Source: an optimization exercise on an open RTL-to-GDS flow (aim: small area and a short achievable clock period). Production flows keep margins and buffers that such runs may drop.
Where RTL was checked, it was by simulation tests only, not by an equivalence proof against the original.
No functional check of the RTL was part of run 7.
Power figures rest on the tool's default switching activity, not on a simulated workload.

[flow/config.mk]
export PLATFORM = sky130hd
export DESIGN_NAME = counter_table_top
export DESIGN_NICKNAME = counter_table_top
export VERILOG_FILES = /design/flow/design.v
export SDC_FILE = /design/flow/constraint.sdc
export NUM_CORES = 4
export LEC_CHECK = 0
export ABC_CLOCK_PERIOD_IN_PS = 2200
export CAP_MARGIN = 20
export CORE_MARGIN = 2
export CORE_UTILIZATION = 60
export CTS_CLUSTER_DIAMETER = 60
export CTS_CLUSTER_SIZE = 30
export SETUP_SLACK_MARGIN = 2.25
export SLEW_MARGIN = 20
[flow/constraint.sdc]
create_clock -name core_clock -period 4.5 [get_ports {clock}]
set_input_delay 0.9000 -clock core_clock [delete_from_list [all_inputs] [get_ports {clock}]]
set_output_delay 0.9000 -clock core_clock [all_outputs]
set_load 0.01 [all_outputs]
[flow/design.v]
`timescale 1ns/1ps
module counter_table_top (
    input  logic        clock,
    input  logic        rst_n,
    input  logic        upd_valid,
    input  logic [7:0]  upd_key,
    input  logic [7:0]  upd_incr,
    input  logic        query_valid,
    input  logic [5:0]  query_entry,
    output logic        init_done,
    output logic        resp_valid,
    output logic [31:0] resp_data
);
    logic [511:0] tbl [4];
    logic clr;
    logic run;
    always_ff @(posedge clock) begin
        clr <= !rst_n;
    end
    assign init_done = !clr;
    assign run       = rst_n && !clr;    
    logic       a_v;
    logic [7:0] a_key, a_inc;
    logic [7:0] a_rq [4];
    logic       a_s1, a_s2;              
    logic [3:0] a_sq;                    
    logic       b_v;
    logic [7:0] b_key, b_nv;
    logic [7:0] c_nv;
    logic       h1, h2;
    assign h1 = a_v && (upd_key == a_key);    
    assign h2 = b_v && (upd_key == b_key);    
    always_ff @(posedge clock) begin
        if (!rst_n) begin
            a_v <= 1'b0;
        end else begin
            a_v <= upd_valid && !clr;
        end
        a_s1  <= h1;
        a_s2  <= !h1 && h2;
        for (int g = 0; g < 4; g++) begin
            a_sq[g] <= !h1 && !h2 && (upd_key[7:6] == g[1:0]);
        end
        a_key <= upd_key;
        a_inc <= upd_incr;
        for (int g = 0; g < 4; g++) begin
            a_rq[g] <= tbl[g][upd_key[5:0]*8 +: 8];
        end
    end
    logic [7:0] a_nv;
    always_comb begin
        a_nv = ({8{a_s1}} & (b_nv + a_inc))
             | ({8{a_s2}} & (c_nv + a_inc));
        for (int g = 0; g < 4; g++) begin
            a_nv = a_nv | ({8{a_sq[g]}} & (a_rq[g] + a_inc));    
        end
    end
    logic [7:0] b_ehi;    
    logic [7:0] b_elo;    
    logic [3:0] b_ln;     
    always_ff @(posedge clock) begin
        if (!rst_n) begin
            b_v  <= 1'b0;
            b_ln <= '0;
        end else begin
            b_v  <= a_v;
            for (int l = 0; l < 4; l++) begin
                b_ln[l] <= a_v && (a_key[1:0] == l[1:0]);
            end
        end
        for (int i = 0; i < 8; i++) begin
            b_ehi[i] <= (a_key[7:5] == i[2:0]);
            b_elo[i] <= (a_key[4:2] == i[2:0]);
        end
        b_key <= a_key;
        b_nv  <= a_nv;
        c_nv  <= b_nv;
    end
    logic [63:0] wr_entry;
    logic [3:0]  wr_lane;
    logic [7:0]  wr_data;
    always_comb begin
        for (int e = 0; e < 64; e++) begin
            wr_entry[e] = clr || (b_ehi[e / 8] && b_elo[e % 8]);
        end
        for (int l = 0; l < 4; l++) begin
            wr_lane[l] = clr || b_ln[l];
        end
        wr_data = clr ? 8'h00 : b_nv;
    end
    always_ff @(posedge clock) begin
        for (int c = 0; c < 256; c++) begin
            if (wr_entry[c / 4] && wr_lane[c % 4]) begin
                tbl[c / 64][(c % 64)*8 +: 8] <= wr_data;
            end
        end
    end
    logic        q_v;
    logic [1:0]  q_g;
    logic [31:0] q_d [4];
    logic        q_f2h, q_f1h;   
    logic [1:0]  q_f2l, q_f1l;
    logic [7:0]  q_f2d;
    logic [31:0] q_sel;
    always_ff @(posedge clock) begin
        if (!rst_n) begin
            q_v <= 1'b0;
            resp_valid <= 1'b0;
        end else begin
            q_v <= query_valid && !clr;
            resp_valid <= q_v;
        end
        q_g <= query_entry[5:4];
        for (int g = 0; g < 4; g++) begin
            q_d[g] <= tbl[g][query_entry[3:0]*32 +: 32];
        end
        q_f2h <= b_v && (b_key[7:2] == query_entry);
        q_f2l <= b_key[1:0];
        q_f2d <= b_nv;
        q_f1h <= a_v && (a_key[7:2] == query_entry);
        q_f1l <= a_key[1:0];
    end
    always_comb begin
        q_sel = q_d[q_g];
        for (int l = 0; l < 4; l++) begin
            if (q_f1h && (q_f1l == l[1:0])) begin
                q_sel[l*8 +: 8] = b_nv;            
            end else if (q_f2h && (q_f2l == l[1:0])) begin
                q_sel[l*8 +: 8] = q_f2d;           
            end
        end
    end
    always_ff @(posedge clock) begin
        resp_data <= q_sel;
    end
endmodule
[flow/run.sh]
#!/bin/bash
# synth_recipe.tcl (not shown) runs the flow's synth.tcl, then flattens the netlist and writes it again
# the make line also repeats each setting of config.mk as NAME=value (left out here)
make -C /OpenROAD-flow-scripts/flow DESIGN_CONFIG=/design/flow/config.mk WORK_HOME=/design/flow/orfs CLKGATE_MAP_FILE= SYNTH_SCRIPT=/design/flow/synth_recipe.tcl finish
==> results of run 1 <==
-- kinds of logic after synthesis --
kind of cell	synth area share
AO/OA/AOI/OAI	0.0177
adder cells (fa/ha/maj)	0.00616
XOR/XNOR	0.00476
buffers and inverters	0.0194
flip-flops	0.638
multiplexers	0.280
AND/OR/NAND/NOR	0.0341
-- timing repair --
item,CTS,global route
resized for setup,280,82
pin swaps,2,11
endpoints found under the setup margin,882,1071
cloned,19,7
buffers inserted,9,24
hold buffers,0,0
-- power by group --
group	switching (mW)	internal (mW)	leakage (nW)
clock	8.59	7.84	2.82
combinational	6.15	4.64	14.2
sequential	2.27	28.0	23.2
-- worst min path at each step --
stage | start | to | slack (ns) | depth (start not counted)
floorplan | a_key[2] | b_key[2] | 0.33 | 0
global placement | b_key[1] | q_f2l[1] | 0.41 | 0
detailed placement | a_key[1] | b_key[1] | 0.41 | 0
CTS | upd_key[5] | a_key[5] | 0.32 | 1
global route | upd_key[5] | a_key[5] | 0.34 | 1
finish | upd_key[5] | a_key[5] | 0.37 | 1
-- sequential cells by signal, indices dropped and copies added (netlist names) --
name / flops
q_d: 128
b_v: 1
a_v: 1
a_s1: 1
a_key: 8
q_v: 1
b_ln: 4
resp_data: 32
a_rq: 32
q_g: 2
a_inc: 8
q_f2l: 2
resp_valid: 1
b_key: 8
q_f2h: 1
b_nv: 8
a_s2: 1
q_f1h: 1
b_elo: 8
a_sq: 4
q_f2d: 8
b_ehi: 8
clr: 1
tbl: 2048
-- cell usage after synthesis, types with 2 or more instances --
master,n,share of area
o21a_1,5,0.00036
buf_2,146,0.0070
nand2_1,496,0.018
o41ai_1,2,0.00017
buf_6,5,0.00054
mux4_2,1242,0.27
nor3_1,8,0.00038
a21o_1,11,0.00079
nor4_1,4,0.00024
xnor2_1,31,0.0026
nand3b_1,5,0.00036
mux2i_1,134,0.013
clkbuf_1,226,0.0081
a21oi_1,57,0.0027
a211oi_1,18,0.0013
buf_4,32,0.0023
buf_1,27,0.00097
nor3b_1,13,0.00093
or2_2,4,0.00024
nand3_1,92,0.0044
and3b_1,4,0.00033
mux2_2,2,0.00021
o211ai_1,23,0.0016
xor2_1,26,0.0022
a22oi_1,52,0.0037
o21ai_0,43,0.0021
a31oi_1,10,0.00060
and2_1,30,0.0018
edfxtp_1,2048,0.59
nand2b_1,39,0.0023
o21bai_1,4,0.00029
fa_1,6,0.0011
nor2b_1,33,0.0020
ha_1,42,0.0050
nand4_1,4,0.00024
o22ai_1,56,0.0033
and3_1,7,0.00042
nor2_1,64,0.0023
or3_1,2,0.00012
dfxtp_1,269,0.051
a2111oi_0,2,0.00017
inv_1,13,0.00047
-- metrics by stage --
| stage | cell area [µm²] | power [mW] |
|---|---|---|
| 6_report | 116000 | 57.5 |
| 5_1_grt | 116000 | 58.6 |
| 4_1_cts | 116000 | 56.9 |
| 3_5_place_dp | 109000 | 40.8 |
| 3_3_place_gp | 109000 | 40.6 |
| 2_1_floorplan | 105000 | 35.5 |
-- final cells by class --
cell class,count,area [µm²],share of cell area
clock inverter,117,1520,0.0131
multi-input combinational,2583,36300,0.312
tap,2325,2910,0.0250
timing repair inverter,2,20.0,0.000172
antenna,17,42.5,0.000366
inverter,14,78.8,0.000677
timing repair buffer,322,4190,0.0360
clock buffer,184,4300,0.0369
sequential,2317,67000,0.576
-- metal layers --
metal | vias up | GRT usage | share of wire
li1 | 22658 | - | -
met1 | 32030 | 0.553 | 0.35
met2 | 4796 | 0.612 | 0.46
met3 | 848 | 0.0998 | 0.12
met4 | 40 | 0.197 | 0.064
met5 | - | 0 | 0.00077
==> key figures, run 1 <==
Outcome
  • Run status: timing/DRC/antenna clean

Clock network
  • # H-tree levels: 4
  • CTS tree: yes
  • Clock Sinks: 2317
  • Num CTS Buffers: around 160
  • Clock root cell: clkbuf_16
  • Clk buf depth: 3
  • Skew-Pair Late Insertion Delay: around 0.85 ns
  • Worst-path clk slew: 0.09 ns

Timing
  • Slew @ Worst Pin: 1.35 ns
  • Final setup viols: 0
  • Fin crit period: 2.47 ns
  • Final worst slack: approximately 2.0 ns
  • Setup TNS: 0 ns
  • Worst hold slack: 0.366 ns
  • RSZ-0062 raised after global routing: yes
  • Crit share post-route: 0.550
  • Clock skew: 0.0341 ns
  • Max-slew headroom: 0.0971
  • F_max: 0.404 GHz
  • Final hold vios: 0
  • Fin. max-slew vios: 0

Placement
  • DP Cell Count: 7503
  • Port Buf Inserts: 59
  • Global placement routability congestion: 0.987
  • Post-detail-place hpwl: 240000 µm
  • Place WS: 0.669 ns

Critical path
  • WP buf/inv: 3
  • Crit path DAT: 2.72 ns
  • Critical Path RT: 4.75 ns
  • Setup crit end: tbl[2][65]
  • Largest stage delay, worst path: 0.44 ns
  • Worst reg2reg path depth: 4
  • Setup crit start: clr
  • Max Fanout on Critical Path: 160
  • Crit path depth: 4
  • R2R setup slack: 2.03 ns
  • CP startpoint kind: flop
  • Reg2reg end: tbl[2][65]
  • CP top delay family: buffers and inverters
  • Critical-path cell list: buf_4, buf_4, nor2b_4, buf_12
  • Crit path kind: reg -> reg
  • CP max-delay cell: dfxtp_4
  • FF-to-FF Start: clr
  • Kind of end point of the critical path: flop
  • Worst path most repeated cell: buf_4

Synth
  • Library cells used by synthesis: 53
  • Post-Synthesis Cells: 5348
  • Yosys warns: 4
  • Ys flop type: edfxtp_1
  • Synth Register Bits: 2317
  • Post-synth EDFFs: just over 2000
  • Synthesized cell area: 105000 µm²
  • Post-Syn Nets: 5422
  • Sequential area share after synthesis: 0.638
  • FFs w/ async S/R, synth: 0
  • Mean Syn Cell Area: 19.6 µm²

Power and ir drop
  • Power Dens Cells: 494 nW/µm²
  • LEAKAGE: 40.2 nW
  • Maximum vdd drop: 0.494 mV

Floorplan
  • Die width: 422 µm
  • Row Count: 153
  • Initial Utilization: 0.604
  • Core Footprint: 174000 µm²
  • IO Pins: 60
  • Die Span Y: between 400 and 500 µm
  • Full die area: 178000 µm²

Layout
  • Final Util: 0.670
  • P&R area growth vs syn: 11.0%
  • Most frequent cells in the layout: edfxtp_1, mux4_2, nand2_1
  • Most common cell after layout, fill and taps aside: edfxtp_1
  • Share of cells above drive strength 1: 0.360
  • Post-Layout Cell Count: 7881
  • # nets final: 5475
  • FILL cells: 11364

Route
  • DR WL/cell: 45.4 µm
  • Drt total wl: 358000 µm
  • First-pass DRT Iterations: 8
  • Vias per inst: 7.66
  • Iteration-0 DRC Markers: between 10000 and 15000
  • Detailed-route via count: 60372
  • Routed Antenna Nets: 0
  • Drt drc: 0

Worst hold path
  • HP Class: in -> reg

GRT
  • Largest net degree at the start of global routing: 161
  • Grt ovf: 0
  • GRT Overall Usage: 0.402
  • Vias in the first global route: 57321
  • Initial antenna violation count: 45
  • First-pass GRT wire length: around 480000 µm

Job
  • Max_cap viols: 0
==> inputs of run 2 (changes only) <==
--- a/flow/config.mk
+++ b/flow/config.mk
@@ -8,8 +8,8 @@
 export ABC_CLOCK_PERIOD_IN_PS = 2200
 export CAP_MARGIN = 20
 export CORE_MARGIN = 2
-export CORE_UTILIZATION = 60
+export CORE_UTILIZATION = 55
 export CTS_CLUSTER_DIAMETER = 60
 export CTS_CLUSTER_SIZE = 30
-export SETUP_SLACK_MARGIN = 2.25
+export SETUP_SLACK_MARGIN = 2.1
 export SLEW_MARGIN = 20
==> run 2 against run 1 <==
  * Still clean
  * Area after synthesis stayed put
  * Die area grew 9.0%
  * Global-route usage down 2.6 points
  * Utilization is 5.9 points lower
  * Critical path type unchanged
  * Critical endpoint is now tbl[0][138]
==> key figures, run 2 <==
Outcome
  • Run status: timing/DRC/antenna clean

Critical path
  • Worst reg2reg path depth: 5 (+1)
  • Critical Path RT: 4.93 ns (+0.18 ns)
  • Kind of end point of the critical path: flop
  • Reg2reg end: tbl[0][138]
  • R2R setup slack: 1.99 ns (-0.03 ns)
  • Setup crit start: clr
  • FF-to-FF Start: clr
  • Max Fanout on Critical Path: 98 (-39%)
  • Crit path kind: reg -> reg
  • CP startpoint kind: flop
  • Crit path DAT: 2.94 ns (+0.22 ns)

Synth
  • Post-synthesis mux area share: 0.280 (unchanged)
  • Post-Synthesis Cells: 5348 (unchanged)
  • Simple-Gate Fraction of Synth Area: 0.0341 (unchanged)
  • Yosys warns: 4 (unchanged)
  • Ys flop type: edfxtp_1
  • Post-synth top cells: edfxtp_1, mux4_2, nand2_1
  • Largest family of logic cells by synthesized area: multiplexers
  • Mean Syn Cell Area: 19.6 µm² (unchanged)
  • Area share of xor/xnor cells in the synthesized design: 0.00476 (unchanged)
  • Sequential area share after synthesis: 0.638 (unchanged)
  • Post-Syn Nets: 5422 (unchanged)
  • Synth Register Bits: 2317 (unchanged)
  • FFs w/ async S/R, synth: 0 (unchanged)
  • Library cells used by synthesis: 53 (unchanged)
  • Count leader, synth: edfxtp_1
  • Synth Area in Adders: 0.00616 (unchanged)
  • Synth area leader: edfxtp_1
  • Synthesized cell area: 105000 µm² (unchanged)
  • Synth area leaders: edfxtp_1, mux4_2, dfxtp_1, nand2_1, mux2i_1
  • Yosys top cell area share: 0.587 (unchanged)
  • Post-synth EDFFs: 2048 (unchanged)
  • Synth Area in Compound Gates: 0.0177 (unchanged)

Clock network
  • Clock Sinks: 2317 (unchanged)
  • # H-tree levels: 4 (unchanged)
  • Clk buf depth: 3 (unchanged)
  • Worst-path clk slew: 0.09 ns (about the same)
  • Skew-Pair Late Insertion Delay: 0.90 ns (+0.05 ns)
  • Num CTS Buffers: 169 (+5.0%)
  • Clock root cell: clkbuf_16
  • CTS tree: yes

Layout
  • Share of cells above drive strength 1: 0.343 (-0.0166)
  • Final Util: 0.611 (-0.0592)
  • Regs by FF count: tbl: 2048 flops, q_d: 128 flops
  • Final Instance Area: 116000 µm² (-0.36%)
  • Largest reg by FF count: tbl
  • # nets final: 5456 (-0.35%)
  • Most frequent cells in the layout: edfxtp_1, mux4_2, nand2_1
  • Max FFs per register: 2048 (unchanged)
  • P&R area growth vs syn: 10.6%
  • Most common cell after layout, fill and taps aside: edfxtp_1
  • FILL cells: 13328 (+17%)

Route
  • Detailed-route via count: 59654 (-1.2%)
  • Drt total wl: 362000 µm (+1.3%)
  • Iteration-0 DRC Markers: 9718 (-8.8%)
  • Routed Antenna Nets: 0 (unchanged)
  • Vias per inst: 7.40 (-3.4%)
  • DR WL/cell: 44.9 µm (-0.99%)
  • First-pass DRT Iterations: 8 (unchanged)
  • Drt drc: 0 (unchanged)

GRT
  • Vias in the first global route: 56986 (-0.58%)
  • Grt ovf: 0 (unchanged)
  • Largest net degree at the start of global routing: 161 (unchanged)
  • First-pass GRT wire length: 489000 µm (+1.0%)
  • Initial antenna violation count: 45 (unchanged)
  • GRT Overall Usage: 0.376 (-0.0263)

Power and ir drop
  • Sw Ratio: 0.297 (+0.000966)
  • Total chip power: 57.9 mW (+0.68%)
  • Int Power: 40.7 mW (+0.54%)
  • Clock network power share: 0.292 (+0.006)
  • Comb power frac: 0.184 (-0.004)
  • LEAKAGE: 39.9 nW (-0.86%)
  • Power Dens Cells: 499 nW/µm² (+1.0%)
  • Flop pwr share: 0.524 (-0.002)
  • Maximum vdd drop: 0.409 mV (-17%)
  • Net load switching power: 17.2 mW (+1.0%)

Worst hold path
  • HP Class: in -> reg
  • WHS Path Cells: 1 (unchanged)
  • Worst Min Path Start: upd_key[3]
  • Sink of the worst hold path: a_key[3]

Job
  • Max_cap viols: 0 (unchanged)

Placement
  • Global placement routability congestion: 0.982 (-0.50%)
  • Post-detail-place hpwl: 247000 µm (+3.1%)
  • Port Buf Inserts: 59 (unchanged)
  • Place WS: 0.541 ns (-0.128 ns)
  • DP Area: 109000 µm² (+0.15%)

Floorplan
  • Row Count: 160 (+4.6%)
  • Die Span Y: 441 µm (+4.4%)
  • IO Pins: 60 (unchanged)
  • Core Footprint: 190000 µm² (+9.3%)
  • Initial Utilization: 0.552 (-0.0514)
  • Full die area: 194000 µm² (+9.0%)
  • Die width: 441 µm (+4.4%)

Timing
  • Slew @ Worst Pin: 1.24 ns (-0.118 ns)
  • Final worst slack: 1.99 ns (-0.0348 ns)
  • Setup TNS: 0 ns (unchanged)
  • Max-slew headroom: 0.176 (+0.0786)
  • Fin. max-slew vios: 0 (unchanged)
  • Crit share post-route: 0.558 (+0.00772)
  • Clock skew: 0.0444 ns (+0.0103 ns)
  • Fin crit period: 2.51 ns (+0.0348 ns)
  • F_max: 0.399 GHz (-1.4%)
  • RSZ-0062 raised after global routing: yes
  • Final setup viols: 0 (unchanged)
  • Final hold vios: 0 (unchanged)
## run 2: worst max path at each step
stage                              to  slack [ns]  cells past startpoint
final                     tbl[0][138]        1.99                      5
after global routing        init_done        2.02                      3
after CTS                   init_done        1.94                      2
after detailed placement   a_rq[1][4]        0.54                      9
after global placement     a_rq[1][4]        0.52                      9
after floorplan             tbl[0][0]        1.38                      1
## run 2: repair_timing
action / CTS / global route
pin swaps: 1 / 1
resized for setup: 141 / 39
cloned: 11 / 3
hold buffers: 0 / 0
setup endpoints to repair: 838 / 1141
setup buffers: 11 / 14
## run 2: worst max-delay path, stage by stage, from the launching register on
cell	delay, ns
dfxtp_4	0.36
buf_12	0.13
inv_16	0.08
buf_4	0.34
buf_12	0.39
nand2_1	0.59
## run 2: per-stage QoR
step / hold slack [ns] / cells
after floorplan: 0.329 / 5348
after global placement: 0.405 / 7682
final: 0.254 / 8065
after detailed placement: 0.407 / 7683
after CTS: 0.207 / 8024
after global routing: 0.228 / 8043
## run 2: area by class of cell
class,count,area [µm²],share of cell area
clock inverter,130,1630,0.0141
timing repair inverter,3,26.3,0.000227
timing repair buffer,292,3490,0.0301
antenna,24,60.1,0.000518
clock buffer,189,4430,0.0382
inverter,14,68.8,0.000593
tap,2511,3140,0.0271
multi-input combinational,2585,36200,0.312
sequential,2317,67000,0.577
## run 2: layer usage
metal / part of all wire / routed length [µm] / track usage / vias to the layer above
li1: - / - / - / 22642
met1: 0.36 / 131000 / 0.509 / 32051
met2: 0.47 / 169000 / 0.573 / 4129
met3: 0.11 / 39300 / 0.0871 / 796
met4: 0.064 / 23100 / 0.201 / 36
met5: 0.00063 / 230 / 0 / -
## run 2: power by group through the flow
stage | Combinational (mW) | Sequential (mW) | Clock [mW]
4_1_cts | 10.4 | 30.2 | 16.9
6_report | 10.6 | 30.3 | 16.9
3_5_place_dp | 10.3 | 30.6 | 0
2_1_floorplan | 6.17 | 29.4 | 0
3_3_place_gp | 10.2 | 30.6 | 0
5_1_grt | 10.9 | 30.5 | 17.7
## run 2: logic make-up after synthesis
group	Yosys count
compound gates	289
fa+ha+maj	48
flops	2317
buf+inv	450
mux	1378
xor+xnor	57
simple gates	809
==> inputs of run 3 (changes only) <==
--- a/flow/config.mk
+++ b/flow/config.mk
@@ -8,8 +8,8 @@
 export ABC_CLOCK_PERIOD_IN_PS = 2200
 export CAP_MARGIN = 20
 export CORE_MARGIN = 2
-export CORE_UTILIZATION = 55
-export CTS_CLUSTER_DIAMETER = 60
-export CTS_CLUSTER_SIZE = 30
-export SETUP_SLACK_MARGIN = 2.1
+export CORE_UTILIZATION = 65
+export CTS_CLUSTER_DIAMETER = 70
+export CTS_CLUSTER_SIZE = 38
+export SETUP_SLACK_MARGIN = 2.25
 export SLEW_MARGIN = 20
==> run 3 against run 2 <==
  * Sequential power barely moved
  * Largest cell class unchanged
  * Still clean
  * Combinational power barely moved
  * Largest power group unchanged
  * Highest routed layer unchanged
  * Area after synthesis unchanged
==> key figures, run 3 <==
Synth
  • FFs w/ async S/R, synth: 0 (unchanged)
  • Post-synth top cells: edfxtp_1, mux4_2, nand2_1
  • Post-synth EDFFs: 2048 (unchanged)
  • Synth area leaders: edfxtp_1, mux4_2, dfxtp_1, nand2_1, mux2i_1
  • Synth Register Bits: 2317 (unchanged)
  • Yosys warns: 4 (unchanged)
  • Library cells used by synthesis: 53 (unchanged)
  • Post-Syn Nets: 5422 (unchanged)
  • Mean Syn Cell Area: 19.6 µm² (unchanged)
  • Ys flop type: edfxtp_1
  • Post-Synthesis Cells: 5348 (unchanged)
  • Sequential area share after synthesis: 0.638 (unchanged)
  • Synth area leader: edfxtp_1
  • Synthesized cell area: 105000 µm² (unchanged)
  • Count leader, synth: edfxtp_1
  • Yosys top cell area share: 0.587 (unchanged)

Clock network
  • Worst-path clk slew: 0.12 ns (+0.03 ns)
  • Clock Sinks: 2317 (unchanged)
  • Num CTS Buffers: 136 (-20%)
  • Clock root cell: clkbuf_16
  • CTS tree: yes
  • CTS Hold Bufs: 0 (unchanged)
  • Skew-Pair Late Insertion Delay: 0.84 ns (-0.06 ns)
  • # H-tree levels: 4 (unchanged)
  • Clk buf depth: 3 (unchanged)

Layout
  • Regs by FF count: tbl: 2048 flops, q_d: 128 flops
  • Largest reg by FF count: tbl
  • Most common cell after layout, fill and taps aside: edfxtp_1
  • # nets final: 5432 (-0.44%)
  • Share of cells above drive strength 1: 0.358 (+0.0152)
  • Most frequent cells in the layout: edfxtp_1, mux4_2, nand2_1
  • P&R area growth vs syn: 9.85%
  • Max FFs per register: 2048 (unchanged)

GRT
  • Vias in the first global route: 56760 (-0.40%)
  • GRT Overall Usage: 0.431 (+0.0556)
  • First-pass GRT wire length: 475000 µm (-2.9%)
  • Grt ovf: 0 (unchanged)
  • Initial antenna violation count: 30 (-33%)
  • Largest net degree at the start of global routing: 161 (unchanged)

Power and ir drop
  • LEAKAGE: 39.7 nW (-0.47%)
  • Total chip power: 55.8 mW (-3.6%)
  • Power Dens Cells: 484 nW/µm² (-2.9%)
  • Maximum vdd drop: 0.468 mV (+15%)

Critical path
  • R2R setup slack: 2.07 ns (+0.08 ns)
  • CP startpoint kind: flop
  • Crit path kind: reg -> reg
  • Critical Path RT: 4.92 ns (about the same)
  • Kind of end point of the critical path: flop
  • Worst reg2reg path depth: 4 (-1)
  • Crit path DAT: 2.85 ns (-0.09 ns)
  • Critical-path cell list: inv_16, buf_4, buf_12, nand2_1
  • FF-to-FF Start: clr
  • Largest stage delay, worst path: 0.59 ns (about the same)
  • Reg2reg end: tbl[3][327]
  • CP max-delay cell: nand2_1
  • Max Fanout on Critical Path: 102 (+4.1%)

Timing
  • Final hold vios: 0 (unchanged)
  • Slew @ Worst Pin: 1.30 ns (+0.0651 ns)
  • Max-slew headroom: 0.132 (-0.0434)
  • Setup TNS: 0 ns (unchanged)
  • Fin. max-slew vios: 0 (unchanged)
  • RSZ-0062 raised after global routing: yes
  • F_max: 0.412 GHz (+3.4%)
  • Final worst slack: 2.07 ns (+0.0825 ns)
  • Fin crit period: 2.43 ns (-0.0825 ns)
  • Clock skew: 0.0517 ns (+0.00732 ns)
  • Final setup viols: 0 (unchanged)
  • Worst hold slack: 0.441 ns (+0.188 ns)
  • Crit share post-route: 0.539 (-0.0183)

Placement
  • Post-detail-place hpwl: 237000 µm (-4.0%)
  • Port Buf Inserts: 59 (unchanged)
  • Global placement routability congestion: 0.978 (-0.49%)
  • Place WS: 0.756 ns (+0.216 ns)

Floorplan
  • Die Span Y: 406 µm (-7.9%)
  • Full die area: 164000 µm² (-15%)
  • Row Count: 147 (-8.1%)
  • IO Pins: 60 (unchanged)
  • Initial Utilization: 0.654 (+0.101)
  • Die width: 406 µm (-7.9%)
  • Core Footprint: 160000 µm² (-15%)

Route
  • Drt drc: 0 (unchanged)
  • First-pass DRT Iterations: 6 (-2)
  • Detailed-route via count: 61090 (+2.4%)
  • Routed Antenna Nets: 0 (unchanged)
  • DR WL/cell: 46.1 µm (+2.5%)
  • Vias per inst: 7.99 (+8.1%)
  • Drt total wl: 352000 µm (-2.8%)
  • Iteration-0 DRC Markers: 11930 (+23%)

Worst hold path
  • Sink of the worst hold path: q_f2d[0]
  • Worst Min Path Start: b_nv[0]
  • WHS Path Cells: 0 (-1)
  • HP Class: reg -> reg

Job
  • Max_cap viols: 0 (unchanged)

Outcome
  • Run status: timing/DRC/antenna clean
[run 3: cells by family after synthesis]
family	share of synthesized area
and+or+nand+nor	0.0341
xor gates and xnor gates	0.00476
muxes	0.280
adders and majority gates	0.00616
AOI/OAI and AO/OA	0.0177
DFF	0.638
buffers and inverters	0.0194
[run 3: area by class of cell]
class                   count  area [µm²]
flip-flops and latches   2317       67000
fillers                  9652       45200
multi-input cells        2584       36400
repair buffers            303        3970
clock buffers             152        3660
well taps                2160        2700
clock inverters           102        1260
inverters                  14        68.8
diodes                      9        22.5
repair inverters            2        17.5
[run 3: routing by layer]
layer,vias up,global-route usage,part of all wire
li1,22530,-,-
met5,-,0,0.00074
met2,5761,0.612,0.44
met4,38,0.204,0.061
met3,895,0.142,0.16
met1,31866,0.617,0.34
[run 3: worst max-delay path by stage]
| stage | cells past startpoint | endpoint | startpoint | slack (ns) |
|---|---|---|---|---|
| floorplan | 1 | tbl[0][0] | clr | 1.38 |
| global placement | 8 | a_rq[0][7] | upd_key[2] | 0.77 |
| detailed placement | 8 | a_rq[0][7] | upd_key[2] | 0.76 |
| CTS | 2 | init_done | clr | 2.07 |
| global route | 2 | init_done | clr | 2.11 |
| finish | 4 | tbl[3][327] | clr | 2.07 |
[run 3: critical path, delay by kind of cell, from the launching register on]
kind | cells | cell delay [ns]
buffers and inverters | 3 | 0.81
flip-flops | 1 | 0.41
AND/OR/NAND/NOR | 1 | 0.59
[run 3: stage by stage]
stage	area [µm²]	utilization	instances
2_1_floorplan	105000	-	5348
3_3_place_gp	108000	0.676	7311
3_5_place_dp	108000	0.676	7311
4_1_cts	114000	0.714	7604
5_1_grt	115000	0.718	7635
6_report	115000	0.718	7643
[run 3: repair_timing]
item / CTS / global route
pin swaps: 9 / 7
endpoints found under the hold margin: 0 / 0
gates resized for setup: 277 / 88
setup buffers: 20 / 18
setup endpoints to repair: 1719 / 1114
cloned: 19 / 12
[run 3: power by group]
group	switching, mW	internal (mW)
clock	8.07	6.58
sequential	2.40	28.0
combinational	6.14	4.60
==> inputs of run 4 (changes only) <==
--- a/flow/config.mk
+++ b/flow/config.mk
@@ -8,7 +8,7 @@
 export ABC_CLOCK_PERIOD_IN_PS = 2200
 export CAP_MARGIN = 20
 export CORE_MARGIN = 2
-export CORE_UTILIZATION = 65
+export CORE_UTILIZATION = 60
 export CTS_CLUSTER_DIAMETER = 70
 export CTS_CLUSTER_SIZE = 38
 export SETUP_SLACK_MARGIN = 2.25
==> run 4 against run 3 <==
  * Flip-flop and latch count is the same
  * Critical path depth fell by 2
  * Count of clock-buffer cells in the layout grew 4
  * Critical endpoint is now init_done
  * Area after synthesis stayed put
  * Global-route usage fell by 3.0 points
  * Clock power barely moved
  * Critical path type is now reg -> out
==> key figures, run 4 <==
Route
  • DR WL/cell: 45.5 µm (-1.2%)
  • Vias per inst: 7.71 (-3.6%)
  • Drt drc: 0 (unchanged)
  • Iteration-0 DRC Markers: 10484 (-12%)
  • First-pass DRT Iterations: 6 (unchanged)
  • Detailed-route via count: 60363 (-1.2%)
  • Drt total wl: 357000 µm (+1.3%)
  • Routed Antenna Nets: 0 (unchanged)

Timing
  • Final setup viols: 0 (unchanged)
  • Crit share post-route: 0.540 (about the same)
  • Clock skew: 0.0319 ns (-0.0198 ns)
  • Final worst slack: 2.07 ns (-0.00213 ns)
  • Fin crit period: 2.43 ns (+0.00213 ns)
  • Setup TNS: 0 ns (unchanged)
  • F_max: 0.412 GHz (about the same)
  • Fin. max-slew vios: 0 (unchanged)
  • RSZ-0062 raised after global routing: yes
  • Max-slew headroom: 0.181 (+0.0485)
  • Final hold vios: 0 (unchanged)
  • Slew @ Worst Pin: 1.23 ns (-0.0728 ns)

Layout
  • Share of cells above drive strength 1: 0.354 (-0.00396)
  • Register area: 67000 µm² (about the same)
  • P&R area growth vs syn: 10.2%
  • Max FFs per register: 2048 (unchanged)
  • Largest reg by FF count: tbl
  • Most frequent cells in the layout: edfxtp_1, mux4_2, nand2_1
  • FILL cells: 11454 (+19%)
  • Regs by FF count: tbl: 2048 flops, q_d: 128 flops
  • Most common cell after layout, fill and taps aside: edfxtp_1
  • Multi-input logic area: 36400 µm² (-0.16%)
  • # nets final: 5455 (+0.42%)

Critical path
  • CP top delay family: flip-flops
  • Critical Path RT: 3.60 ns (-1.32 ns)
  • Crit path kind: reg -> out
  • Max Fanout on Critical Path: 5 (-95%)
  • Critical-path cell list: clkinv_16, buf_6
  • R2R setup slack: 2.08 ns (about the same)
  • Largest stage delay, worst path: 0.44 ns (-0.15 ns)
  • CP max-delay cell: dfxtp_4
  • WP buf/inv: 2 (-1)
  • CP startpoint kind: flop
  • Crit path DAT: 1.53 ns (-1.32 ns)
  • Kind of end point of the critical path: output pin

Synth
  • Yosys top cell area share: 0.587 (unchanged)
  • FFs w/ async S/R, synth: 0 (unchanged)
  • Synth area leaders: edfxtp_1, mux4_2, dfxtp_1, nand2_1, mux2i_1
  • Post-Synthesis Cells: 5348 (unchanged)
  • Synthesized cell area: 105000 µm² (unchanged)
  • Post-Syn Nets: 5422 (unchanged)
  • Count leader, synth: edfxtp_1
  • Mean Syn Cell Area: 19.6 µm² (unchanged)
  • Synth Register Bits: 2317 (unchanged)
  • Sequential area share after synthesis: 0.638 (unchanged)
  • Synth area leader: edfxtp_1
  • Library cells used by synthesis: 53 (unchanged)
  • Ys flop type: edfxtp_1
  • Post-synth top cells: edfxtp_1, mux4_2, nand2_1
  • Yosys warns: 4 (unchanged)
  • Post-synth EDFFs: 2048 (unchanged)

GRT
  • Grt ovf: 0 (unchanged)
  • Largest net degree at the start of global routing: 161 (unchanged)
  • GRT Overall Usage: 0.401 (-0.0300)
  • Vias in the first global route: 57039 (+0.49%)
  • First-pass GRT wire length: 483000 µm (+1.7%)
  • Initial antenna violation count: 42 (+40%)

Power and ir drop
  • Maximum vdd drop: 0.461 mV (-1.6%)
  • LEAKAGE: 39.8 nW (+0.21%)
  • Power Dens Cells: 484 nW/µm² (-0.14%)

Placement
  • Port Buf Inserts: 59 (unchanged)
  • Place WS: 0.669 ns (-0.0873 ns)
  • Global placement routability congestion: 0.987 (+0.99%)
  • Post-detail-place hpwl: 240000 µm (+1.0%)

Floorplan
  • Row Count: 153 (+4.1%)
  • Core Footprint: 174000 µm² (+8.3%)
  • Die Span Y: 422 µm (+4.0%)
  • Die width: 422 µm (+4.0%)
  • Full die area: 178000 µm² (+8.2%)
  • Initial Utilization: 0.604 (-0.0499)
  • IO Pins: 60 (unchanged)

Clock network
  • Clock root cell: clkbuf_16
  • Clock Sinks: 2317 (unchanged)
  • # H-tree levels: 4 (unchanged)
  • Worst-path clk slew: 0.08 ns (-0.04 ns)
  • Skew-Pair Late Insertion Delay: 0.85 ns (about the same)
  • CTS tree: yes
  • CTS Hold Bufs: 0 (unchanged)
  • Num CTS Buffers: 143 (+5.1%)
  • Clk buf depth: 3 (unchanged)

Outcome
  • Run status: timing/DRC/antenna clean

Job
  • Max_cap viols: 0 (unchanged)

Worst hold path
  • HP Class: in -> reg
## run 4: cells by family (layout without fill, tap and decap cells)
| family | Yosys count | count (layout) | share of synthesized area |
|---|---|---|---|
| DFF | 2317 | 2317 | 0.638 |
| muxes | 1378 | 1378 | 0.280 |
| and+or+nand+nor | 809 | 811 | 0.0341 |
| buffers and inverters | 450 | 590 | 0.0194 |
| AOI/OAI and AO/OA | 289 | 289 | 0.0177 |
| xor gates and xnor gates | 57 | 57 | 0.00476 |
| adders and majority gates | 48 | 48 | 0.00616 |
| other | 0 | 19 | 0 |
## run 4: path summary, 6_finish.rpt
check,start,end,depth (start not counted)
worst max register to register,clr,tbl[0][273],4
worst min register to register,a_key[1],b_key[1],0
worst max-delay path,clr,init_done,2
worst min-delay path,upd_key[5],a_key[5],1
## run 4: final cells by class
cell class,count,area share
multi-input cells,2583,0.315
inverters,14,0.000683
repair buffers,319,0.0353
well taps,2325,0.0252
diodes,19,0.000412
clock inverters,98,0.0102
repair inverters,3,0.000271
flip-flops and latches,2317,0.580
clock buffers,156,0.0327
## run 4: worst reg2reg max path, stage by stage, from the launching register on
cell and delay [ns]:
dfxtp_4 0.44, buf_4 0.28, buf_4 0.39, nor2b_4 0.10
buf_12 0.18
## run 4: power breakdown
| group | internal [mW] | total [mW] | switching, mW |
|---|---|---|---|
| combinational | 4.63 | 10.8 | 6.15 |
| clock | 6.79 | 14.8 | 8.02 |
| sequential | 28.0 | 30.2 | 2.28 |
## run 4: layer usage
| metal | vias to the layer above | wire (µm) | GRT usage |
|---|---|---|---|
| met1 | 32056 | 125000 | 0.557 |
| met5 | - | 253 | 0 |
| li1 | 22604 | - | - |
| met4 | 28 | 22000 | 0.190 |
| met2 | 4876 | 166000 | 0.613 |
| met3 | 799 | 44200 | 0.0936 |
## run 4: through the flow
step	hold slack (ns)	std cells	utilization	cell area, µm²	total power, mW
finish	0.368	7834	0.665	115000	55.8
global route	0.347	7817	0.665	115000	57.0
CTS	0.338	7787	0.661	115000	55.3
detailed placement	0.414	7503	0.627	109000	40.8
global placement	0.409	7503	0.627	109000	40.6
floorplan	0.329	5348	-	105000	35.5
## run 4: repair_timing
action	CTS	global route
setup buffers	10	21
gates cloned	20	6
hold endpoints to repair	0	0
setup endpoints to repair	753	932
pin swaps	2	12
resized for setup	262	80
==> inputs of run 5 (changes only) <==
--- a/flow/config.mk
+++ b/flow/config.mk
@@ -9,7 +9,7 @@
 export CAP_MARGIN = 20
 export CORE_MARGIN = 2
 export CORE_UTILIZATION = 60
-export CTS_CLUSTER_DIAMETER = 70
+export CTS_CLUSTER_DIAMETER = 50
 export CTS_CLUSTER_SIZE = 38
 export SETUP_SLACK_MARGIN = 2.25
 export SLEW_MARGIN = 20
==> run 5 against run 4 <==
  * Sequential power is essentially flat
  * Sequential share of layout area decreased by 1.2 points
  * Total power is 6.8% higher
  * Critical path depth rose by 2
  * Via count grew 0.94%
  * Wire length rose by 0.89%
  * Combinational power about the same
  * Area after synthesis unchanged
  * Flip-flop and latch count did not move
  * Utilization is 1.4 points higher
  * Global-route usage grew 0.23 points
  * Maximum frequency down 1.6%
==> key figures, run 5 <==
Outcome
  • Run status: timing/DRC/antenna clean

Timing
  • Fin. max-slew vios: 0 (unchanged)
  • Clock skew: 0.0335 ns (+0.00157 ns)
  • RSZ-0062 raised after global routing: yes
  • Fin crit period: 2.47 ns (+0.0405 ns)
  • Slew @ Worst Pin: 1.31 ns (+0.0860 ns)
  • Final setup viols: 0 (unchanged)
  • F_max: 0.405 GHz (-1.6%)
  • Final hold vios: 0 (unchanged)
  • Max-slew headroom: 0.123 (-0.0573)
  • Setup TNS: 0 ns (unchanged)
  • Final worst slack: 2.03 ns (-0.0405 ns)
  • Crit share post-route: 0.549 (+0.00900)

GRT
  • Largest net degree at the start of global routing: 161 (unchanged)
  • Vias in the first global route: 57588 (+0.96%)
  • GRT Overall Usage: 0.404 (+0.00230)
  • First-pass GRT wire length: 486000 µm (+0.64%)
  • Initial antenna violation count: 38 (-9.5%)
  • Grt ovf: 0 (unchanged)

Synth
  • Post-synth EDFFs: 2048 (unchanged)
  • FFs w/ async S/R, synth: 0 (unchanged)
  • Synth area leader: edfxtp_1
  • Largest family of logic cells by synthesized area: multiplexers
  • Mean Syn Cell Area: 19.6 µm² (unchanged)
  • Post-synth top cells: edfxtp_1, mux4_2, nand2_1
  • Sequential area share after synthesis: 0.638 (unchanged)
  • Post-Syn Nets: 5422 (unchanged)
  • Count leader, synth: edfxtp_1
  • Yosys warns: 4 (unchanged)
  • Synth Area in Compound Gates: 0.0177 (unchanged)
  • Synthesized cell area: 105000 µm² (unchanged)
  • Ys flop type: edfxtp_1
  • Post-Synthesis Cells: 5348 (unchanged)
  • Simple-Gate Fraction of Synth Area: 0.0341 (unchanged)
  • Synth area leaders: edfxtp_1, mux4_2, dfxtp_1, nand2_1, mux2i_1
  • Library cells used by synthesis: 53 (unchanged)
  • Synth Area in Adders: 0.00616 (unchanged)
  • Synth Register Bits: 2317 (unchanged)
  • Post-synthesis mux area share: 0.280 (unchanged)
  • Yosys top cell area share: 0.587 (unchanged)
  • Area share of xor/xnor cells in the synthesized design: 0.00476 (unchanged)

Clock network
  • CTS tree: yes
  • Clk buf depth: 3 (unchanged)
  • Num CTS Buffers: 192 (+34%)
  • Clock Sinks: 2317 (unchanged)
  • Worst-path clk slew: 0.08 ns (about the same)
  • Skew-Pair Late Insertion Delay: 0.88 ns (+0.03 ns)
  • # H-tree levels: 4 (unchanged)
  • Clock root cell: clkbuf_16

Worst hold path
  • WHS Path Cells: 1 (unchanged)
  • HP Class: in -> reg

Job
  • Max_cap viols: 0 (unchanged)

Route
  • Detailed-route via count: 60929 (+0.94%)
  • Routed Antenna Nets: 0 (unchanged)
  • Drt drc: 0 (unchanged)
  • Iteration-0 DRC Markers: 10298 (-1.8%)
  • Drt total wl: 360000 µm (+0.89%)
  • Vias per inst: 7.66 (-0.59%)
  • DR WL/cell: 45.3 µm (-0.63%)
  • First-pass DRT Iterations: 6 (unchanged)

Critical path
  • Kind of end point of the critical path: flop
  • CP startpoint kind: flop
  • Worst reg2reg path depth: 4 (unchanged)
  • Crit path kind: reg -> reg
  • Max Fanout on Critical Path: 160 (+155)
  • Crit path DAT: 2.75 ns (+1.22 ns)
  • Critical Path RT: 4.78 ns (+1.18 ns)

Power and ir drop
  • LEAKAGE: 40.9 nW (+2.8%)
  • Maximum vdd drop: 0.484 mV (+5.0%)
  • Power Dens Cells: 506 nW/µm² (+4.6%)

Layout
  • Final Util: 0.679 (+0.0137)
  • P&R area growth vs syn: 12.4%
  • Max FFs per register: 2048 (unchanged)
  • Most common cell after layout, fill and taps aside: edfxtp_1
  • Most frequent cells in the layout: edfxtp_1, mux4_2, nand2_1
  • Largest reg by FF count: tbl
  • Share of cells above drive strength 1: 0.368 (+0.0136)
  • # nets final: 5515 (+1.1%)
  • Regs by FF count: tbl: 2048 flops, q_d: 128 flops

Placement
  • Place WS: 0.669 ns (unchanged)
  • Port Buf Inserts: 59 (unchanged)
  • Global placement routability congestion: 0.987 (unchanged)
  • Post-detail-place hpwl: 240000 µm (unchanged)

Floorplan
  • Initial Utilization: 0.604 (unchanged)
  • Core Footprint: 174000 µm² (unchanged)
  • Die Span Y: 422 µm (unchanged)
  • Die width: 422 µm (unchanged)
  • Full die area: 178000 µm² (unchanged)
  • Row Count: 153 (unchanged)
  • IO Pins: 60 (unchanged)
## run 5: cell counts after synthesis
Identical to the previous run, type by type.
## run 5: final timing paths
kind         slack, ns       start          end
max               2.03         clr  tbl[0][297]
min               0.34  upd_key[5]     a_key[5]
max reg2reg       2.03         clr  tbl[0][297]
min reg2reg       0.42    b_key[1]     q_f2l[1]
## run 5: where the power goes
group          total, mW  internal (mW)  switching [mW]
Combinational       10.9           4.70            6.18
Clock               18.5           9.21            9.26
Sequential          30.3           28.0            2.28
Total               59.6           41.9            17.7
## run 5: repair_timing
item / CTS / global route
buffers inserted: 4 / 34
endpoints found under the setup margin: 760 / 1030
resized for setup: 289 / 81
pin swaps: 2 / 11
hold buffers: 0 / 0
cloned: 21 / 9
## run 5: area by class of cell
| cell class | instances | area [µm²] |
|---|---|---|
| flip-flops and latches | 2317 | 67000 |
| fillers | 11217 | 55800 |
| clock inverters | 153 | 1920 |
| clock buffers | 208 | 5090 |
| diodes | 21 | 52.6 |
| multi-input cells | 2583 | 36300 |
| well taps | 2325 | 2910 |
| repair buffers | 330 | 4440 |
| inverters | 14 | 78.8 |
| repair inverters | 3 | 31.3 |
## run 5: critical path: stages, from the launching register on
cell     delay [ns]
dfxtp_4        0.44
buf_4          0.28
buf_4          0.38
nor2b_4        0.09
buf_12         0.18
## run 5: layer usage
| layer | GRT usage | wire, µm |
|---|---|---|
| met4 | 0.194 | 22000 |
| met5 | 0 | 172 |
| met3 | 0.103 | 46400 |
| met1 | 0.551 | 124000 |
| met2 | 0.617 | 167000 |
## run 5: stage by stage
stage	instance area (µm²)	hold WS [ns]	power, mW	std cells
global placement	109000	0.409	40.6	7503
detailed placement	109000	0.414	40.8	7503
CTS	117000	0.304	59.0	7889
floorplan	105000	0.329	35.5	5348
global route	118000	0.313	60.8	7934
finish	118000	0.343	59.6	7954
## run 5: kinds of logic after synthesis
kind of cell | Yosys count
adder cells (fa/ha/maj) | 48
flip-flops | 2317
XOR/XNOR | 57
AND/OR/NAND/NOR | 809
buffers and inverters | 450
AO/OA/AOI/OAI | 289
multiplexers | 1378
==> inputs of run 6 (changes only) <==
--- a/flow/config.mk
+++ b/flow/config.mk
@@ -5,11 +5,11 @@
 export SDC_FILE = /design/flow/constraint.sdc
 export NUM_CORES = 4
 export LEC_CHECK = 0
-export ABC_CLOCK_PERIOD_IN_PS = 2200
+export ABC_CLOCK_PERIOD_IN_PS = 2000
 export CAP_MARGIN = 20
 export CORE_MARGIN = 2
 export CORE_UTILIZATION = 60
-export CTS_CLUSTER_DIAMETER = 50
+export CTS_CLUSTER_DIAMETER = 70
 export CTS_CLUSTER_SIZE = 38
 export SETUP_SLACK_MARGIN = 2.25
 export SLEW_MARGIN = 20
==> run 6 against run 5 <==
  * Clock power is about 20% lower
  * Synthesized cell count is the same
  * Total power is 6.3% lower
  * Area after synthesis stayed put
  * Sequential share of layout area rose by 1.2 points
  * Maximum frequency rose by 1.7%
  * Wire length down 0.88%
  * Combinational power hardly changed
  * Cell count decreased by 1.5%
  * Via count decreased by 0.93%
  * Critical path depth fell by 2
  * Setup slack better by 0.041 ns
==> key figures, run 6 <==
Outcome
  • Run status: timing/DRC/antenna clean

Synth
  • Yosys top cell area share: 0.587 (unchanged)
  • Ys flop type: edfxtp_1
  • Synth Register Bits: 2317 (unchanged)
  • Library cells used by synthesis: 53 (unchanged)
  • Synthesized cell area: 105000 µm² (unchanged)
  • Post-synth EDFFs: 2048 (unchanged)
  • Yosys warns: 4 (unchanged)
  • Sequential area share after synthesis: 0.638 (unchanged)
  • Post-Synthesis Cells: 5348 (unchanged)
  • Post-Syn Nets: 5422 (unchanged)
  • Synth area leaders: edfxtp_1, mux4_2, dfxtp_1, nand2_1, mux2i_1
  • Mean Syn Cell Area: 19.6 µm² (unchanged)
  • Count leader, synth: edfxtp_1
  • Synth area leader: edfxtp_1
  • FFs w/ async S/R, synth: 0 (unchanged)
  • Post-synth top cells: edfxtp_1, mux4_2, nand2_1

Critical path
  • Crit path depth: 2 (-2)
  • Critical Path RT: 3.60 ns (-1.18 ns)
  • FF-to-FF Start: clr
  • CP top delay family: flip-flops
  • CP max-delay cell: dfxtp_4
  • Crit path DAT: 1.53 ns (-1.22 ns)
  • Worst reg2reg path depth: 4 (unchanged)
  • Setup crit start: clr
  • Crit path kind: reg -> out
  • Max Fanout on Critical Path: 5 (-97%)
  • WP buf/inv: 2 (-1)
  • CP startpoint kind: flop
  • Critical-path cell list: clkinv_16, buf_6
  • Largest stage delay, worst path: 0.44 ns (about the same)
  • Kind of end point of the critical path: output pin

Timing
  • Setup TNS: 0 ns (unchanged)
  • Crit share post-route: 0.540 (-0.00900)
  • Final hold vios: 0 (unchanged)
  • F_max: 0.412 GHz (+1.7%)
  • Worst hold slack: 0.368 ns (+0.0249 ns)
  • Final setup viols: 0 (unchanged)
  • Slew @ Worst Pin: 1.23 ns (-0.0860 ns)
  • Fin crit period: 2.43 ns (-0.0405 ns)
  • Final worst slack: 2.07 ns (+0.0405 ns)
  • RSZ-0062 raised after global routing: yes
  • Max-slew headroom: 0.181 (+0.0573)
  • Clock skew: 0.0319 ns (-0.00157 ns)
  • Fin. max-slew vios: 0 (unchanged)

Layout
  • Max FFs per register: 2048 (unchanged)
  • Regs by FF count: tbl: 2048 flops, q_d: 128 flops
  • Final Instance Area: 115000 µm² (-2.0%)
  • Register area: 67000 µm² (about the same)
  • Post-Layout Cell Count: 7834 (-1.5%)
  • Most frequent cells in the layout: edfxtp_1, mux4_2, nand2_1
  • P&R area growth vs syn: 10.2%
  • Most common cell after layout, fill and taps aside: edfxtp_1
  • Final Util: 0.665 (-0.0137)
  • Share of cells above drive strength 1: 0.354 (-0.0136)
  • FILL cells: 11454 (+2.1%)
  • # nets final: 5455 (-1.1%)
  • Largest reg by FF count: tbl
  • Multi-input logic area: 36400 µm² (+0.12%)

Route
  • Iteration-0 DRC Markers: 10484 (+1.8%)
  • Routed Antenna Nets: 0 (unchanged)
  • Drt total wl: 357000 µm (-0.88%)
  • First-pass DRT Iterations: 6 (unchanged)
  • Detailed-route via count: 60363 (-0.93%)
  • Vias per inst: 7.71 (+0.59%)
  • Drt drc: 0 (unchanged)
  • DR WL/cell: 45.5 µm (+0.63%)

Floorplan
  • Die Span Y: 422 µm (unchanged)
  • IO Pins: 60 (unchanged)
  • Full die area: 178000 µm² (unchanged)
  • Row Count: 153 (unchanged)
  • Core Footprint: 174000 µm² (unchanged)
  • Die width: 422 µm (unchanged)
  • Initial Utilization: 0.604 (unchanged)

GRT
  • GRT Overall Usage: 0.401 (-0.00230)
  • First-pass GRT wire length: 483000 µm (-0.64%)
  • Grt ovf: 0 (unchanged)
  • Vias in the first global route: 57039 (-0.95%)
  • Largest net degree at the start of global routing: 161 (unchanged)
  • Initial antenna violation count: 42 (+11%)

Placement
  • Global placement routability congestion: 0.987 (unchanged)
  • DP Area: 109000 µm² (unchanged)
  • Port Buf Inserts: 59 (unchanged)
  • DP Cell Count: 7503 (unchanged)
  • Place WS: 0.669 ns (unchanged)
  • Post-detail-place hpwl: 240000 µm (unchanged)

Job
  • Max_cap viols: 0 (unchanged)

Clock network
  • Clock Sinks: 2317 (unchanged)
  • Clock root cell: clkbuf_16
  • Clk buf depth: 3 (unchanged)
  • Skew-Pair Late Insertion Delay: 0.85 ns (-0.03 ns)
  • Num CTS Buffers: 143 (-26%)
  • # H-tree levels: 4 (unchanged)
  • Worst-path clk slew: 0.08 ns (about the same)
  • CTS tree: yes

Power and ir drop
  • Power Dens Cells: 484 nW/µm² (-4.4%)
  • Maximum vdd drop: 0.461 mV (-4.8%)
  • LEAKAGE: 39.8 nW (-2.7%)
  • Total chip power: 55.8 mW (-6.3%)

Worst hold path
  • HP Class: in -> reg
  • WHS Path Cells: 1 (unchanged)
  • Worst Min Path Start: upd_key[5]
run 6: logic make-up (layout without fill, tap and decap cells):
group | after synthesis | in the layout | synth area share
fa+ha+maj | 48 | 48 | 0.00616
other cells | 0 | 19 | 0
simple gates | 809 | 811 | 0.0341
compound gates | 289 | 289 | 0.0177
mux | 1378 | 1378 | 0.280
flops | 2317 | 2317 | 0.638
xor+xnor | 57 | 57 | 0.00476
buf+inv | 450 | 590 | 0.0194
run 6: area by class of cell:
| class | count | area share |
|---|---|---|
| tap | 2325 | 0.0252 |
| inverter | 14 | 0.000683 |
| multi-input combinational | 2583 | 0.315 |
| clock buffer | 156 | 0.0327 |
| sequential | 2317 | 0.580 |
| antenna | 19 | 0.000412 |
| timing repair inverter | 3 | 0.000271 |
| timing repair buffer | 319 | 0.0353 |
| clock inverter | 98 | 0.0102 |
run 6: path summary, 6_finish.rpt:
check / to / slack [ns]
setup / recovery: init_done / 2.07
hold / removal: a_key[5] / 0.37
setup reg to reg: tbl[0][273] / 2.08
hold reg to reg: b_key[1] / 0.42
run 6: what timing repair did:
action                     CTS  global route
setup endpoints to repair  753           932
pin swaps                    2            12
buffers inserted            10            21
hold buffers                 0             0
cloned                      20             6
gates resized for setup    262            80
run 6: power by group:
group / internal [mW] / switching, mW / total, mW
logic: 4.63 / 6.15 / 10.8
registers: 28.0 / 2.28 / 30.2
clock network: 6.79 / 8.02 / 14.8
total: 39.4 / 16.4 / 55.8
run 6: routing by layer:
layer	vias up	part of all wire	GRT usage
li1	22604	-	-
met1	32056	0.35	0.557
met2	4876	0.46	0.613
met3	799	0.12	0.0936
met4	28	0.062	0.190
met5	-	0.00071	0
==> inputs of run 7 (changes only) <==
--- a/flow/design.v
+++ b/flow/design.v
@@ -13,17 +13,16 @@
 );
     logic [511:0] tbl [4];
     logic clr;
-    logic run;
     always_ff @(posedge clock) begin
-        clr <= !rst_n;
+        clr       <= !rst_n;
+        init_done <= rst_n;
     end
-    assign init_done = !clr;
-    assign run       = rst_n && !clr;    
     logic       a_v;
     logic [7:0] a_key, a_inc;
     logic [7:0] a_rq [4];
     logic       a_s1, a_s2;              
     logic [3:0] a_sq;                    
+    logic [3:0] a_s1q, a_s2q;            
     logic       b_v;
     logic [7:0] b_key, b_nv;
     logic [7:0] c_nv;
@@ -39,7 +38,9 @@
         a_s1  <= h1;
         a_s2  <= !h1 && h2;
         for (int g = 0; g < 4; g++) begin
-            a_sq[g] <= !h1 && !h2 && (upd_key[7:6] == g[1:0]);
+            a_sq[g]  <= !h1 && !h2 && (upd_key[7:6] == g[1:0]);
+            a_s1q[g] <= h1 && (upd_key[7:6] == g[1:0]);
+            a_s2q[g] <= !h1 && h2 && (upd_key[7:6] == g[1:0]);
         end
         a_key <= upd_key;
         a_inc <= upd_incr;
@@ -48,24 +49,41 @@
         end
     end
     logic [7:0] a_nv;
+    logic [7:0] a_nq [4];      
+    logic [7:0] a_sum1, a_sum2;
+    logic [7:0] a_sumq [4];
     always_comb begin
-        a_nv = ({8{a_s1}} & (b_nv + a_inc))
-             | ({8{a_s2}} & (c_nv + a_inc));
+        a_sum1 = b_nv + a_inc;                  
+        a_sum2 = c_nv + a_inc;
         for (int g = 0; g < 4; g++) begin
-            a_nv = a_nv | ({8{a_sq[g]}} & (a_rq[g] + a_inc));    
+            a_sumq[g] = a_rq[g] + a_inc;
+        end
+        a_nv = ({8{a_s1}} & a_sum1) | ({8{a_s2}} & a_sum2);
+        for (int g = 0; g < 4; g++) begin
+            a_nv = a_nv | ({8{a_sq[g]}} & a_sumq[g]);
+            a_nq[g] = ({8{a_sq[g]}} & a_sumq[g])
+                    | ({8{a_s1q[g]}} & a_sum1)
+                    | ({8{a_s2q[g]}} & a_sum2);
         end
     end
     logic [7:0] b_ehi;    
     logic [7:0] b_elo;    
     logic [3:0] b_ln;     
+    logic [7:0] b_wd [4];    
     always_ff @(posedge clock) begin
         if (!rst_n) begin
             b_v  <= 1'b0;
             b_ln <= '0;
+            for (int g = 0; g < 4; g++) begin
+                b_wd[g] <= '0;
+            end
         end else begin
             b_v  <= a_v;
             for (int l = 0; l < 4; l++) begin
                 b_ln[l] <= a_v && (a_key[1:0] == l[1:0]);
+            end
+            for (int g = 0; g < 4; g++) begin
+                b_wd[g] <= a_nq[g];
             end
         end
         for (int i = 0; i < 8; i++) begin
@@ -78,7 +96,6 @@
     end
     logic [63:0] wr_entry;
     logic [3:0]  wr_lane;
-    logic [7:0]  wr_data;
     always_comb begin
         for (int e = 0; e < 64; e++) begin
             wr_entry[e] = clr || (b_ehi[e / 8] && b_elo[e % 8]);
@@ -86,12 +103,11 @@
         for (int l = 0; l < 4; l++) begin
             wr_lane[l] = clr || b_ln[l];
         end
-        wr_data = clr ? 8'h00 : b_nv;
     end
     always_ff @(posedge clock) begin
         for (int c = 0; c < 256; c++) begin
             if (wr_entry[c / 4] && wr_lane[c % 4]) begin
-                tbl[c / 64][(c % 64)*8 +: 8] <= wr_data;
+                tbl[c / 64][(c % 64)*8 +: 8] <= b_wd[c / 64];
             end
         end
     end
==> flow/config.mk (replaced) <==
export PLATFORM = sky130hd
export DESIGN_NAME = counter_table_top
export DESIGN_NICKNAME = counter_table_top
export VERILOG_FILES = /design/flow/design.v
export SDC_FILE = /design/flow/constraint.sdc
export NUM_CORES = 4
export LEC_CHECK = 0
export ABC_CLOCK_PERIOD_IN_PS = 2200
export CAP_MARGIN = 20
export CORE_MARGIN = 2
export CORE_UTILIZATION = 60
export CTS_CLUSTER_DIAMETER = 60
export CTS_CLUSTER_SIZE = 30
export SETUP_SLACK_MARGIN = 2.25
export SLEW_MARGIN = 20
==> run 7 against run 6 <==
  * Sequential share of layout area shrank 0.080 points
  * Clock power grew 7%
  * Flip-flop and latch count is 41 higher
  * Global-route usage fell by 0.39 points
  * Final area up 1.5%
  * Area after synthesis increased by 1.1%
  * Die area is 1.1% higher
  * Largest power group unchanged
==> key figures, run 7 <==
Synth
  • Ys flop type: edfxtp_1
  • Synthesized cell area: 106000 µm² (+1.1%)
  • Post-synth top cells: edfxtp_1, mux4_2, dfxtp_1
  • Yosys warns: 7 (+3)
  • Sequential area share after synthesis: 0.639 (about the same)
  • Mean Syn Cell Area: 20.5 µm² (+4.4%)
  • Library cells used by synthesis: 59 (+11%)
  • Yosys top cell area share: 0.580 (-0.00666)
  • Post-synth EDFFs: 2048 (unchanged)
  • Count leader, synth: edfxtp_1
  • Synth Register Bits: 2358 (+1.8%)
  • Post-Synthesis Cells: 5179 (-3.2%)
  • FFs w/ async S/R, synth: 0 (unchanged)
  • Synth area leaders: edfxtp_1, mux4_2, dfxtp_1, a21o_1, mux2i_1
  • Post-Syn Nets: 5253 (-3.1%)
  • Synth area leader: edfxtp_1

Timing
  • Clock skew: 0.0383 ns (+0.00637 ns)
  • Max-slew headroom: 0.206 (+0.0250)
  • Slew @ Worst Pin: 1.19 ns (-0.0375 ns)
  • RSZ-0062 raised after global routing: yes
  • Fin. max-slew vios: 0 (unchanged)
  • F_max: 0.409 GHz (-0.78%)
  • Setup TNS: 0 ns (unchanged)
  • Fin crit period: 2.45 ns (+0.0190 ns)
  • Crit share post-route: 0.544 (+0.00423)
  • Final setup viols: 0 (unchanged)
  • Final hold vios: 0 (unchanged)

Clock network
  • Skew-Pair Late Insertion Delay: 0.87 ns (+0.02 ns)
  • Num CTS Buffers: 157 (+9.8%)
  • Clock root cell: clkbuf_16
  • Clock Sinks: 2358 (+1.8%)
  • # H-tree levels: 4 (unchanged)
  • CTS Hold Bufs: 0 (unchanged)
  • Clk buf depth: 3 (unchanged)
  • Worst-path clk slew: 0.10 ns (+0.02 ns)
  • CTS tree: yes

Worst hold path
  • HP Class: in -> reg
  • Worst Min Path Start: upd_key[3]
  • Sink of the worst hold path: a_key[3]
  • WHS Path Cells: 1 (unchanged)

Layout
  • Most common cell after layout, fill and taps aside: edfxtp_1
  • Largest reg by FF count: tbl
  • P&R area growth vs syn: 10.5%
  • Share of cells above drive strength 1: 0.391 (+0.0363)
  • FILL cells: 11302 (-1.3%)
  • Regs by FF count: tbl: 2048 flops, q_d: 128 flops
  • Max FFs per register: 2048 (unchanged)
  • # nets final: 5290 (-3.0%)
  • Most frequent cells in the layout: edfxtp_1, mux4_2, dfxtp_1

Floorplan
  • Initial Utilization: 0.603 (-0.00102)
  • Full die area: 180000 µm² (+1.1%)
  • IO Pins: 60 (unchanged)
  • Row Count: 154 (+0.65%)
  • Die Span Y: 424 µm (+0.57%)
  • Die width: 424 µm (+0.57%)
  • Core Footprint: 176000 µm² (+1.3%)

GRT
  • Grt ovf: 0 (unchanged)
  • GRT Overall Usage: 0.397 (-0.00391)
  • Initial antenna violation count: 50 (+19%)
  • First-pass GRT wire length: 481000 µm (-0.43%)
  • Largest net degree at the start of global routing: 90 (-44%)
  • Vias in the first global route: 57192 (+0.27%)

Critical path
  • Critical Path RT: 5.22 ns (+1.62 ns)
  • Crit path DAT: 3.17 ns (+1.64 ns)
  • Reg2reg end: b_nv[7]
  • Worst reg2reg path depth: 8 (+4)
  • FF-to-FF Start: a_inc[4]
  • Kind of end point of the critical path: flop
  • Max Fanout on Critical Path: 3 (-2)
  • CP startpoint kind: flop
  • Crit path kind: reg -> reg
  • R2R setup slack: 2.05 ns (-0.03 ns)

Route
  • DR WL/cell: 46.3 µm (+1.7%)
  • Detailed-route via count: 60382 (+0.031%)
  • Iteration-0 DRC Markers: 10408 (-0.72%)
  • Vias per inst: 7.83 (+1.7%)
  • Drt total wl: 357000 µm (about the same)
  • First-pass DRT Iterations: 9 (+3)
  • Routed Antenna Nets: 0 (unchanged)
  • Drt drc: 0 (unchanged)

Placement
  • Port Buf Inserts: 59 (unchanged)
  • Post-detail-place hpwl: 243000 µm (+1.4%)
  • Global placement routability congestion: 0.990 (+0.27%)

Job
  • Max_cap viols: 0 (unchanged)

Outcome
  • Run status: timing/DRC/antenna clean

Power and ir drop
  • LEAKAGE: 41.1 nW (+3.4%)
  • Total chip power: 51.1 mW (-8.5%)
  • Power Dens Cells: 436 nW/µm² (-9.9%)
  • Maximum vdd drop: 0.417 mV (-9.5%)
[run 7: cell types whose count changed after synthesis, sizes merged, moves of 13 or more]
cell,change
nand2,-442
a31o,+59
dfxtp,+41
nor2,+18
clkbuf,+18
nor2b,-13
nand3,-68
a21o,+198
a222oi,+15
mux2i,-18
[run 7: metal layers]
| metal | routed length (µm) | share of wire | global-route usage |
|---|---|---|---|
| met5 | 264 | 0.00074 | 0 |
| met4 | 24000 | 0.067 | 0.216 |
| met3 | 45100 | 0.13 | 0.0971 |
| met2 | 161000 | 0.45 | 0.586 |
| met1 | 126000 | 0.35 | 0.557 |
[run 7: how the worst max path moves through the flow]
stage          startpoint    endpoint  slack [ns]  cells after the start
2_1_floorplan  upd_key[0]  a_rq[0][3]        1.92                      7
3_3_place_gp   upd_key[0]  a_rq[0][0]        0.79                      6
3_5_place_dp   upd_key[0]  a_rq[0][0]        0.81                      6
4_1_cts          a_inc[0]     b_nv[6]        2.08                      9
5_1_grt          a_inc[4]     b_nv[7]        2.03                      8
6_report         a_inc[4]     b_nv[7]        2.05                      8
[run 7: where the power goes]
| part | leakage (nW) | internal [mW] | total (mW) | switching (mW) |
|---|---|---|---|---|
| clock network | 2.69 | 7.59 | 15.9 | 8.29 |
| logic | 14.7 | 3.40 | 7.70 | 4.29 |
| registers | 23.7 | 25.9 | 27.5 | 1.63 |
[run 7: kinds of logic after synthesis]
family | after synthesis | share of synthesized area
fa+ha+maj | 48 | 0.00609
xor+xnor | 59 | 0.00487
simple gates | 312 | 0.0153
flops | 2358 | 0.639
buf+inv | 462 | 0.0191
compound gates | 570 | 0.0388
mux | 1370 | 0.277
[run 7: through the flow]
step | hold WS, ns | cell area, µm² | worst slack, ns | cells | util
CTS | 0.374 | 116000 | 2.08 | 7645 | 0.661
finish | 0.414 | 117000 | 2.05 | 7707 | 0.666
floorplan | 0.329 | 107000 | 1.92 | 5179 | -
global route | 0.374 | 117000 | 2.03 | 7690 | 0.666
global placement | 0.413 | 110000 | 0.790 | 7323 | 0.624
detailed placement | 0.419 | 110000 | 0.808 | 7327 | 0.625
[run 7: critical path, stage by stage, from the launching register on]
cell	delay, ns
dfxtp_4	0.40
buf_6	0.16
ha_2	0.33
o21ai_0	0.08
a21oi_1	0.25
o41ai_4	0.14
xnor2_2	0.20
a222oi_1	0.56
nand4_1	0.19
[run 7: timing repair]
action	4_1_cts	5_1_grt
endpoints found under the hold margin	0	0
pin swaps	15	31
setup endpoints to repair	1492	301
buffers inserted	15	34
gates cloned	11	8
gates resized for setup	265	90
[run 7: area by class of cell]
type / count / area (µm²) / share of cell area
clock buffers: 180 / 4200 / 0.0358
diodes: 18 / 45.0 / 0.000384
flip-flops and latches: 2358 / 67900 / 0.579
multi-input cells: 2359 / 36800 / 0.314
clock inverters: 112 / 1340 / 0.0114
well taps: 2340 / 2930 / 0.0250
inverters: 14 / 53.8 / 0.000459
repair buffers: 326 / 3910 / 0.0334

[port drivers added, routing unchanged]
Ports are ideal in the flow. The routed layouts listed here were re-timed in OpenROAD. Step 1 (the two cells are an assumption about what drives the block):
set clk [get_ports {clock}]
set_driving_cell -lib_cell sky130_fd_sc_hd__clkbuf_16 $clk
set_driving_cell -lib_cell sky130_fd_sc_hd__buf_2 [delete_from_list [all_inputs] $clk]
Step 2 times the ports against the registers' clock, not the clock port: input delays grow and output delays shrink by t, the midpoint of the rising clock arrivals with the driver on. Slacks: no drivers / after step 1 / after step 2; pairs: no drivers / after step 1.
run | t (ns) | slack for setup (ns) | worst hold slack (ns) | latest minus earliest clock arrival (ns) | pins driven straight from the clock port
run 1 | 0.935 | 2.025 / 1.968 / 1.041 | 0.366 / 0.287 / 0.430 | 0.037 / 0.036 | 1
run 2 | 0.972 | 1.991 / 1.881 / 0.908 | 0.254 / 0.187 / 0.426 | 0.049 / 0.049 | 1
run 3 | 0.901 | 2.073 / 2.013 / 1.112 | 0.441 / 0.439 / 0.441 | 0.056 / 0.056 | 1
run 4 | 0.915 | 2.071 / 1.984 / 1.077 | 0.368 / 0.300 / 0.424 | 0.036 / 0.036 | 1
run 5 | 0.951 | 2.031 / 1.950 / 1.057 | 0.343 / 0.272 / 0.422 | 0.036 / 0.036 | 1
run 6 | 0.915 | 2.071 / 1.984 / 1.077 | 0.368 / 0.300 / 0.424 | 0.036 / 0.036 | 1
run 7 | 0.948 | 2.052 / 1.972 / 1.024 | 0.414 / 0.349 / 0.438 | 0.039 / 0.039 | 1
After both steps setup and hold are still met in every run listed. For run 2, which loses most, drivers alone change the setup slack by -0.110 ns; drivers and shift together by -1.083 ns.
